Source: an optimization exercise on an open RTL-to-GDS flow (aim: small area and a short achievable clock period). Production flows keep margins and buffers that such runs may drop.
RTL that was checked went through simulation tests only; none was proved equivalent to the original.
Power is estimated from default activity; no workload was simulated.

== v6 ==
Design pipe_trace_buffer, start of the top module:
module pipe_trace_buffer #(
    parameter int NUM_CH    = 4,
    parameter int CH_W      = 32,
    parameter int PC_W      = 32,
    parameter int DEPTH     = 16,
    parameter int POST_TRIG = 4,
    parameter int TS_W      = 16
) (
    input  logic                       clk,
    input  logic                       rst_n,
    input  logic                       sample_en,
    input  logic [PC_W-1:0]            pc_in,
    input  logic [NUM_CH*CH_W-1:0]     ch_in,
    input  logic                       arm,
    input  logic                       trig_en,
    input  logic [PC_W-1:0]            trig_pc,
    output logic [1:0]                 state,
    output logic                       wrapped,
    output logic [$clog2(DEPTH+1)-1:0] count,
    output logic                       rd_valid,
    input  logic                       rd_ready,
    output logic [PC_W-1:0]            rd_pc,
    output logic [NUM_CH*CH_W-1:0]     rd_data
);
For scale: roughly 4100 cells after synthesis, roughly 370 I/O pins.
==> module trace_ram, before the edit <==
module trace_ram #(
    parameter int DEPTH  = 16,
    parameter int W      = 160,
    parameter int NSEL   = 12,
    parameter int SEL_LO = 3
) (
    input  logic              clk,
    input  logic              shift_i,
    input  logic [W-1:0]      wdata_i,
    input  logic [NSEL-1:0]   sel_i,
    output logic [W-1:0]      rdata_o
);
    logic [DEPTH-1:0][W-1:0] rows_q;
    logic [W-1:0]            out_q, out_d;
    always_comb begin
        out_d = '0;
        for (int k = 0; k < NSEL; k++) begin
            out_d = out_d | ({W{sel_i[k]}} & rows_q[SEL_LO+k]);
        end
    end
    always_ff @(posedge clk) begin
        if (shift_i) begin
            rows_q <= {rows_q[DEPTH-2:0], wdata_i};
            out_q  <= out_d;
        end
    end
    assign rdata_o = out_q;
endmodule
==> module pipe_trace_buffer, before the edit <==
module pipe_trace_buffer #(
    parameter int NUM_CH    = 4,
    parameter int CH_W      = 32,
    parameter int PC_W      = 32,
    parameter int DEPTH     = 16,
    parameter int POST_TRIG = 4,
    parameter int TS_W      = 16
) (
    input  logic                       clk,
    input  logic                       rst_n,
    input  logic                       sample_en,
    input  logic [PC_W-1:0]            pc_in,
    input  logic [NUM_CH*CH_W-1:0]     ch_in,
    input  logic                       arm,
    input  logic                       trig_en,
    input  logic [PC_W-1:0]            trig_pc,
    output logic [1:0]                 state,
    output logic                       wrapped,
    output logic [$clog2(DEPTH+1)-1:0] count,
    output logic                       rd_valid,
    input  logic                       rd_ready,
    output logic [PC_W-1:0]            rd_pc,
    output logic [NUM_CH*CH_W-1:0]     rd_data
);
    localparam int CNT_W   = $clog2(DEPTH+1);
    localparam int DATA_W  = NUM_CH*CH_W;
    localparam int ENTRY_W = PC_W + DATA_W;
    localparam int NSEL    = DEPTH - POST_TRIG;
    localparam int SEL_LO  = POST_TRIG - 1;
    localparam int POST_W  = (POST_TRIG > 1) ? $clog2(POST_TRIG) : 1;
    if ((DEPTH < 2) || ((DEPTH & (DEPTH - 1)) != 0) || (TS_W < 1)
        || (POST_TRIG < 1) || (POST_TRIG > DEPTH - 1)) begin : g_bad_params
        $error("pipe_trace_buffer: invalid DEPTH/POST_TRIG/TS_W");
    end
    pipe_trace_pkg::pipe_trace_state_e  state_q, state_d;
    logic [CNT_W-1:0]   count_q, count_d;
    logic               wrapped_q, wrapped_d;
    logic [POST_W-1:0]  post_q, post_d;
    logic               rd_valid_q, rd_valid_d;
    logic [NSEL-1:0]    sel_q, sel_d;
    logic               done_q;
    logic               writing;
    logic               shift;
    logic               trig_hit;
    logic [ENTRY_W-1:0] rdata;
    assign done_q   = (state_q == pipe_trace_pkg::ST_DONE);
    assign writing  = sample_en && ((state_q == pipe_trace_pkg::ST_ARMED)
                                 || (state_q == pipe_trace_pkg::ST_TRIGGERED));
    assign trig_hit = trig_en && (pc_in == trig_pc);
    assign shift    = done_q ? (rd_valid_q && rd_ready) : sample_en;
    always_comb begin
        state_d    = state_q;
        count_d    = count_q;
        wrapped_d  = wrapped_q;
        post_d     = post_q;
        rd_valid_d = rd_valid_q;
        if (arm) begin
            state_d    = pipe_trace_pkg::ST_ARMED;
            count_d    = '0;
            wrapped_d  = 1'b0;
            rd_valid_d = 1'b0;
        end else begin
            if (writing) begin
                if (count_q == CNT_W'(DEPTH)) begin
                    wrapped_d = 1'b1;
                end else begin
                    count_d = count_q + CNT_W'(1);
                end
            end
            unique case (state_q)
                pipe_trace_pkg::ST_IDLE: ;
                pipe_trace_pkg::ST_ARMED: begin
                    if (sample_en && trig_hit) begin
                        state_d = pipe_trace_pkg::ST_TRIGGERED;
                        post_d  = POST_W'(POST_TRIG - 1);
                    end
                end
                pipe_trace_pkg::ST_TRIGGERED: begin
                    if (sample_en) begin
                        post_d = post_q - POST_W'(1);
                        if (post_q == '0) begin
                            state_d    = pipe_trace_pkg::ST_DONE;
                            rd_valid_d = 1'b1;
                        end
                    end
                end
                pipe_trace_pkg::ST_DONE: begin
                    if (rd_valid_q && rd_ready) begin
                        count_d    = count_q - CNT_W'(1);
                        rd_valid_d = (count_q != CNT_W'(1));
                    end
                end
                default: ;
            endcase
        end
    end
    always_comb begin
        for (int k = 0; k < NSEL; k++) begin
            if (k == NSEL - 1) begin
                sel_d[k] = (count_d >= CNT_W'(DEPTH - 1));
            end else begin
                sel_d[k] = (count_d == CNT_W'(SEL_LO + 1 + k));
            end
        end
    end
    always_ff @(posedge clk or negedge rst_n) begin
        if (!rst_n) begin
            state_q    <= pipe_trace_pkg::ST_IDLE;
            count_q    <= '0;
            wrapped_q  <= 1'b0;
            post_q     <= '0;
            rd_valid_q <= 1'b0;
        end else begin
            state_q    <= state_d;
            count_q    <= count_d;
            wrapped_q  <= wrapped_d;
            post_q     <= post_d;
            rd_valid_q <= rd_valid_d;
        end
    end
    always_ff @(posedge clk) begin
        if (state_d != pipe_trace_pkg::ST_DONE) begin
            sel_q <= sel_d;
        end
    end
    trace_ram #(
        .DEPTH (DEPTH),
        .W     (ENTRY_W),
        .NSEL  (NSEL),
        .SEL_LO(SEL_LO)
    ) u_ram (
        .clk     (clk),
        .shift_i (shift),
        .wdata_i ({pc_in, ch_in}),
        .sel_i   (sel_q),
        .rdata_o (rdata)
    );
    assign state    = state_q;
    assign wrapped  = wrapped_q;
    assign count    = count_q;
    assign rd_valid = rd_valid_q;
    assign rd_pc    = rdata[DATA_W +: PC_W];
    assign rd_data  = rdata[DATA_W-1:0];
endmodule
make LEC_CHECK=0 CAP_MARGIN=20 CORE_MARGIN=2 CORE_UTILIZATION=40 SLEW_MARGIN=20 finish   # period 4.6 ns
run.sh (not shown) runs the stock make flow with config.mk's settings and CLKGATE_MAP_FILE= SYNTH_SCRIPT=/design/flow/synth_recipe.tcl, a recipe that flattens the netlist after the stock synthesis.
Edits applied to the flow inputs when going from v6 to v7:
--- a/flow/design.v
+++ b/flow/design.v
@@ -12,8 +12,7 @@
 endpackage
 module trace_ram #(
-    parameter int DEPTH  = 16,
-    parameter int W      = 160,
-    parameter int NSEL   = 12,
-    parameter int SEL_LO = 3
+    parameter int DEPTH = 16,
+    parameter int W     = 160,
+    parameter int NSEL  = 12
 ) (
     input  logic              clk,
@@ -24,18 +23,15 @@
 );
     logic [DEPTH-1:0][W-1:0] rows_q;
-    logic [W-1:0]            out_q, out_d;
-    always_comb begin
-        out_d = '0;
-        for (int k = 0; k < NSEL; k++) begin
-            out_d = out_d | ({W{sel_i[k]}} & rows_q[SEL_LO+k]);
-        end
-    end
     always_ff @(posedge clk) begin
         if (shift_i) begin
             rows_q <= {rows_q[DEPTH-2:0], wdata_i};
-            out_q  <= out_d;
         end
     end
-    assign rdata_o = out_q;
+    always_comb begin
+        rdata_o = '0;
+        for (int k = 0; k < NSEL; k++) begin
+            rdata_o = rdata_o | ({W{sel_i[k]}} & rows_q[DEPTH-NSEL+k]);
+        end
+    end
 endmodule
 module pipe_trace_buffer #(
@@ -67,5 +63,4 @@
     localparam int ENTRY_W = PC_W + DATA_W;
     localparam int NSEL    = DEPTH - POST_TRIG;
-    localparam int SEL_LO  = POST_TRIG - 1;
     localparam int POST_W  = (POST_TRIG > 1) ? $clog2(POST_TRIG) : 1;
     if ((DEPTH < 2) || ((DEPTH & (DEPTH - 1)) != 0) || (TS_W < 1)
@@ -138,7 +133,7 @@
         for (int k = 0; k < NSEL; k++) begin
             if (k == NSEL - 1) begin
-                sel_d[k] = (count_d >= CNT_W'(DEPTH - 1));
+                sel_d[k] = (count_q >= CNT_W'(DEPTH - 1));
             end else begin
-                sel_d[k] = (count_d == CNT_W'(SEL_LO + 1 + k));
+                sel_d[k] = (count_q == CNT_W'(POST_TRIG + k));
             end
         end
@@ -160,5 +155,5 @@
     end
     always_ff @(posedge clk) begin
-        if (state_d != pipe_trace_pkg::ST_DONE) begin
+        if (!done_q) begin
             sel_q <= sel_d;
         end
@@ -167,6 +162,5 @@
         .DEPTH (DEPTH),
         .W     (ENTRY_W),
-        .NSEL  (NSEL),
-        .SEL_LO(SEL_LO)
+        .NSEL  (NSEL)
     ) u_ram (
         .clk     (clk),
Results
v7 completed every stage of the flow, and the final layout passed the timing, design-rule and antenna checks.
Between v6 and v7, the number of buffers outside the clock class in the layout is lower for v6.
Highest routed metal layer: met5 -> v7, met4 -> v6
| synthesized net count | v7 vs v6 | ≈ equal |
The worst hold slack of v6 and that of v7 are within noise of each other.
Diff v6 -> v7: number of instances in the synthesized netlist held steady; internal reg-to-reg setup slack climbed 120 ps; number of detailed-route iterations in the first pass went down; power consumption now larger.
On final instance area, v6 tracks v7 almost exactly.

* * *

== alpha ==
The RTL this note starts from:
==> flow/design.v <==
package pipe_trace_pkg;
    localparam logic [1:0] ST_IDLE_ENC      = 2'd0;
    localparam logic [1:0] ST_ARMED_ENC     = 2'd1;
    localparam logic [1:0] ST_TRIGGERED_ENC = 2'd2;
    localparam logic [1:0] ST_DONE_ENC      = 2'd3;
    typedef enum logic [1:0] {
        ST_IDLE      = ST_IDLE_ENC,
        ST_ARMED     = ST_ARMED_ENC,
        ST_TRIGGERED = ST_TRIGGERED_ENC,
        ST_DONE      = ST_DONE_ENC
    } pipe_trace_state_e;
endpackage
module trace_ram #(
    parameter int DEPTH  = 16,
    parameter int W      = 160,
    parameter int NSEL   = 12,
    parameter int SEL_LO = 3
) (
    input  logic              clk,
    input  logic              shift_i,
    input  logic [W-1:0]      wdata_i,
    input  logic [NSEL-1:0]   sel_i,
    output logic [W-1:0]      rdata_o
);
    logic [DEPTH-1:0][W-1:0] rows_q;
    logic [W-1:0]            out_q, out_d;
    localparam int NGRP = (NSEL + 2) / 3;
    logic [NGRP-1:0][W-1:0] grp;
    always_comb begin
        for (int g = 0; g < NGRP; g++) begin
            grp[g] = '0;
            for (int j = 0; j < 3; j++) begin
                if (3*g + j < NSEL) begin
                    grp[g] = grp[g] | ({W{sel_i[3*g+j]}} & rows_q[SEL_LO+3*g+j]);
                end
            end
        end
        out_d = {W{~shift_i}} & out_q;
        for (int g = 0; g < NGRP; g++) begin
            out_d = out_d | ({W{shift_i}} & grp[g]);
        end
    end
    always_ff @(posedge clk) begin
        if (shift_i) begin
            rows_q <= {rows_q[DEPTH-2:0], wdata_i};
        end
    end
    always_ff @(posedge clk) begin
        out_q <= out_d;
    end
    assign rdata_o = out_q;
endmodule
module pipe_trace_buffer #(
    parameter int NUM_CH    = 4,
    parameter int CH_W      = 32,
    parameter int PC_W      = 32,
    parameter int DEPTH     = 16,
    parameter int POST_TRIG = 4,
    parameter int TS_W      = 16
) (
    input  logic                       clk,
    input  logic                       rst_n,
    input  logic                       sample_en,
    input  logic [PC_W-1:0]            pc_in,
    input  logic [NUM_CH*CH_W-1:0]     ch_in,
    input  logic                       arm,
    input  logic                       trig_en,
    input  logic [PC_W-1:0]            trig_pc,
    output logic [1:0]                 state,
    output logic                       wrapped,
    output logic [$clog2(DEPTH+1)-1:0] count,
    output logic                       rd_valid,
    input  logic                       rd_ready,
    output logic [PC_W-1:0]            rd_pc,
    output logic [NUM_CH*CH_W-1:0]     rd_data
);
    localparam int CNT_W   = $clog2(DEPTH+1);
    localparam int DATA_W  = NUM_CH*CH_W;
    localparam int ENTRY_W = PC_W + DATA_W;
    localparam int NSEL    = DEPTH - POST_TRIG;
    localparam int SEL_LO  = POST_TRIG - 1;
    localparam int POST_W  = (POST_TRIG > 1) ? $clog2(POST_TRIG) : 1;
    if ((DEPTH < 2) || ((DEPTH & (DEPTH - 1)) != 0) || (TS_W < 1)
        || (POST_TRIG < 1) || (POST_TRIG > DEPTH - 1)) begin : g_bad_params
        $error("pipe_trace_buffer: invalid DEPTH/POST_TRIG/TS_W");
    end
    pipe_trace_pkg::pipe_trace_state_e  state_q, state_d;
    logic [CNT_W-1:0]   count_q, count_d;
    logic               wrapped_q, wrapped_d;
    logic [POST_W-1:0]  post_q, post_d;
    logic               rd_valid_q, rd_valid_d;
    logic [NSEL-1:0]    sel_q, sel_d, sel_same, sel_inc;
    logic               ia_q, ia_d, it_q, it_d, at_q, at_d, nd_q, nd_d;
    logic [CNT_W-1:0]   cm_q, cm_d;
    logic               cnt_full;        
    logic               cnt_one;         
    logic               post_last;       
    logic               last_w;
    logic               writing;
    logic               fire;
    logic               shift;
    logic               trig_hit;
    logic [ENTRY_W-1:0] rdata;
    assign cnt_full  = (cm_q == CNT_W'(DEPTH - 1));
    assign cnt_one   = (cm_q == '0);
    assign writing   = sample_en && at_q;
    assign fire      = rd_valid_q && rd_ready;
    assign trig_hit  = trig_en && (pc_in == trig_pc);
    assign last_w    = it_q && (post_q == '0) && sample_en;
    assign shift     = fire || (nd_q && sample_en);
    always_comb begin
        if (!it_q) begin
            post_d = POST_W'(POST_TRIG - 1);
        end else if (sample_en) begin
            post_d = post_q - POST_W'(1);
        end else begin
            post_d = post_q;
        end
    end
    always_comb begin
        if (arm) begin
            state_d = pipe_trace_pkg::ST_ARMED;
        end else if (ia_q) begin
            state_d = (sample_en && trig_hit) ? pipe_trace_pkg::ST_TRIGGERED
                                              : pipe_trace_pkg::ST_ARMED;
        end else if (it_q) begin
            state_d = last_w ? pipe_trace_pkg::ST_DONE
                             : pipe_trace_pkg::ST_TRIGGERED;
        end else if (!nd_q) begin
            state_d = pipe_trace_pkg::ST_DONE;
        end else begin
            state_d = pipe_trace_pkg::ST_IDLE;
        end
        ia_d = (state_d == pipe_trace_pkg::ST_ARMED);
        it_d = (state_d == pipe_trace_pkg::ST_TRIGGERED);
        at_d = ia_d || it_d;
        nd_d = (state_d != pipe_trace_pkg::ST_DONE);
        if (arm) begin
            count_d = '0;
            cm_d    = '1;
        end else if (writing) begin
            count_d = cnt_full ? CNT_W'(DEPTH) : cm_q + CNT_W'(2);
            cm_d    = cnt_full ? cm_q : cm_q + CNT_W'(1);
        end else if (fire) begin
            count_d = cm_q;
            cm_d    = cm_q - CNT_W'(1);
        end else begin
            count_d = cm_q + CNT_W'(1);
            cm_d    = cm_q;
        end
        if (arm) begin
            wrapped_d = 1'b0;
        end else begin
            wrapped_d = wrapped_q || (writing && cnt_full);
        end
        if (arm) begin
            rd_valid_d = 1'b0;
        end else if (last_w) begin
            rd_valid_d = 1'b1;
        end else if (fire) begin
            rd_valid_d = !cnt_one;
        end else begin
            rd_valid_d = rd_valid_q;
        end
    end
    always_comb begin
        for (int k = 0; k < NSEL; k++) begin
            if (k == NSEL - 1) begin
                sel_same[k] = (cm_q >= CNT_W'(DEPTH - 2)) && (cm_q <= CNT_W'(DEPTH - 1));
                sel_inc[k]  = (cm_q >= CNT_W'(DEPTH - 3)) && (cm_q <= CNT_W'(DEPTH - 1));
            end else begin
                sel_same[k] = (cm_q == CNT_W'(SEL_LO + k));
                sel_inc[k]  = (cm_q == CNT_W'(SEL_LO + k - 1));
            end
        end
        if (arm) begin
            sel_d = '0;
        end else if (writing) begin
            sel_d = sel_inc;
        end else begin
            sel_d = sel_same;
        end
    end
    always_ff @(posedge clk or negedge rst_n) begin
        if (!rst_n) begin
            state_q    <= pipe_trace_pkg::ST_IDLE;
            count_q    <= '0;
            wrapped_q  <= 1'b0;
            post_q     <= '0;
            rd_valid_q <= 1'b0;
            ia_q       <= 1'b0;
            it_q       <= 1'b0;
            at_q       <= 1'b0;
            nd_q       <= 1'b1;
            cm_q       <= '1;
        end else begin
            state_q    <= state_d;
            count_q    <= count_d;
            wrapped_q  <= wrapped_d;
            post_q     <= post_d;
            rd_valid_q <= rd_valid_d;
            ia_q       <= ia_d;
            it_q       <= it_d;
            at_q       <= at_d;
            nd_q       <= nd_d;
            cm_q       <= cm_d;
        end
    end
    always_ff @(posedge clk) begin
        if (nd_q && !last_w) begin
            sel_q <= sel_d;
        end
    end
    trace_ram #(
        .DEPTH (DEPTH),
        .W     (ENTRY_W),
        .NSEL  (NSEL),
        .SEL_LO(SEL_LO)
    ) u_ram (
        .clk     (clk),
        .shift_i (shift),
        .wdata_i ({pc_in, ch_in}),
        .sel_i   (sel_q),
        .rdata_o (rdata)
    );
    assign state    = state_q;
    assign wrapped  = wrapped_q;
    assign count    = count_q;
    assign rd_valid = rd_valid_q;
    assign rd_pc    = rdata[DATA_W +: PC_W];
    assign rd_data  = rdata[DATA_W-1:0];
endmodule
export LEC_CHECK = 0
export CAP_MARGIN = 20
export CORE_MARGIN = 2
export CORE_UTILIZATION = 55
export CTS_CLUSTER_DIAMETER = 100
export CTS_CLUSTER_SIZE = 30
export SETUP_SLACK_MARGIN = 2.35
export SLEW_MARGIN = 20
create_clock -name core_clock -period 4.6 [get_ports {clk}]
standard.sh (not shown) runs the stock make flow with config.mk's settings and CLKGATE_MAP_FILE= SYNTH_SCRIPT=/design/flow/synth_recipe.tcl, a recipe that flattens the netlist after the stock synthesis.
==> flow/flow/run.sh <==
#!/bin/bash
# Layout flow: the standard ORFS flow (standard.sh, unchanged synthesis,
# floorplan, power grid, placement, CTS and routing), except that the
# buffers buffer_ports puts on every input and output port are plain
# sky130_fd_sc_hd__buf_2 cells instead of the cell it picks by default (a
# clock delay buffer). Timing repair resizes them afterwards as usual.
# make's full output goes to standard_sh.log; each ORFS step keeps its own
# log under orfs/logs/.
set -euo pipefail
cd "$(dirname "$0")/.."
export BUFFER_PORTS_ARGS="-buffer_cell sky130_fd_sc_hd__buf_2"
bash standard.sh finish > standard_sh.log 2>&1
alpha reached the end of the flow, and the finished layout is clean on the timing, design-rule and antenna checks.
The inputs of beta differ from those of alpha as listed below.
--- a/flow/design.v
+++ b/flow/design.v
@@ -29,22 +29,22 @@
     always_comb begin
         for (int g = 0; g < NGRP; g++) begin
             grp[g] = '0;
             for (int j = 0; j < 3; j++) begin
                 if (3*g + j < NSEL) begin
-                    grp[g] = grp[g] | ({W{sel_i[3*g+j]}} & rows_q[SEL_LO+3*g+j]);
+                    grp[g] = grp[g] | ~({W{~sel_i[3*g+j]}} | rows_q[SEL_LO+3*g+j]);
                 end
             end
         end
         out_d = {W{~shift_i}} & out_q;
         for (int g = 0; g < NGRP; g++) begin
             out_d = out_d | ({W{shift_i}} & grp[g]);
         end
     end
     always_ff @(posedge clk) begin
         if (shift_i) begin
-            rows_q <= {rows_q[DEPTH-2:0], wdata_i};
+            rows_q <= {rows_q[DEPTH-2:0], ~wdata_i};
         end
     end
     always_ff @(posedge clk) begin
         out_q <= out_d;
     end
Notes after the runs:
beta finished every step from synthesis to the final layout, and the layout passed the timing, design-rule and antenna checks. Diff alpha -> beta | clock-buffer cell count | up slightly. Worst reg-to-reg path cell count for beta is lower than for alpha. On beta: total nets after synthesis is 14% higher than what alpha gave. Compared with alpha, beta shows final non-filler cell area lower by about 1%. Setup slack in beta is larger than in alpha. ~same power in beta and alpha. beta reports a higher simple-gate area share of the yosys netlist than alpha does. Diff beta..alpha | instance count on the critical path | unchanged. Count of placed standard cells including taps, beta vs alpha: up by a little under 10%. beta -> alpha: global routing usage summed across all routing layers flat. Minimum hold slack: beta > alpha.
No run of this note included a check of the RTL's function; only the layout flow was run.

## afterwards: timing with drivers on the ports
Ports are ideal in the flow. The routed layouts listed here were re-timed in OpenROAD. Step 1, drivers: a clkbuf_16 drives clk and a buf_2 each remaining input, both assumed. Step 2 adds t to the input delays and takes it off the output delays; t is the mean of the earliest and latest rising clock arrival at the registers after step 1. Input paths then give back, and output paths get back, about the clock's delay inside the block. Three values: ideal ports, drivers, drivers and shift; two values: the first two.
run	t (ns)	setup slack, ns	worst setup path at the end	latest minus earliest clock arrival (ns)
v6	0.988	1.211 / 1.271 / 0.282	input to register	0.083 / 0.083
v7	0.966	0.343 / 0.259 / 1.117	input to register	0.076 / 0.076
alpha	0.835	2.232 / 2.284 / 1.459	input to register	0.039 / 0.039
beta	0.816	2.389 / 2.292 / 1.476	input to register	0.029 / 0.029
After both steps every run listed still meets setup and hold. For v6, which loses most, drivers alone change the setup slack by +0.060 ns; drivers and shift together by -0.929 ns.
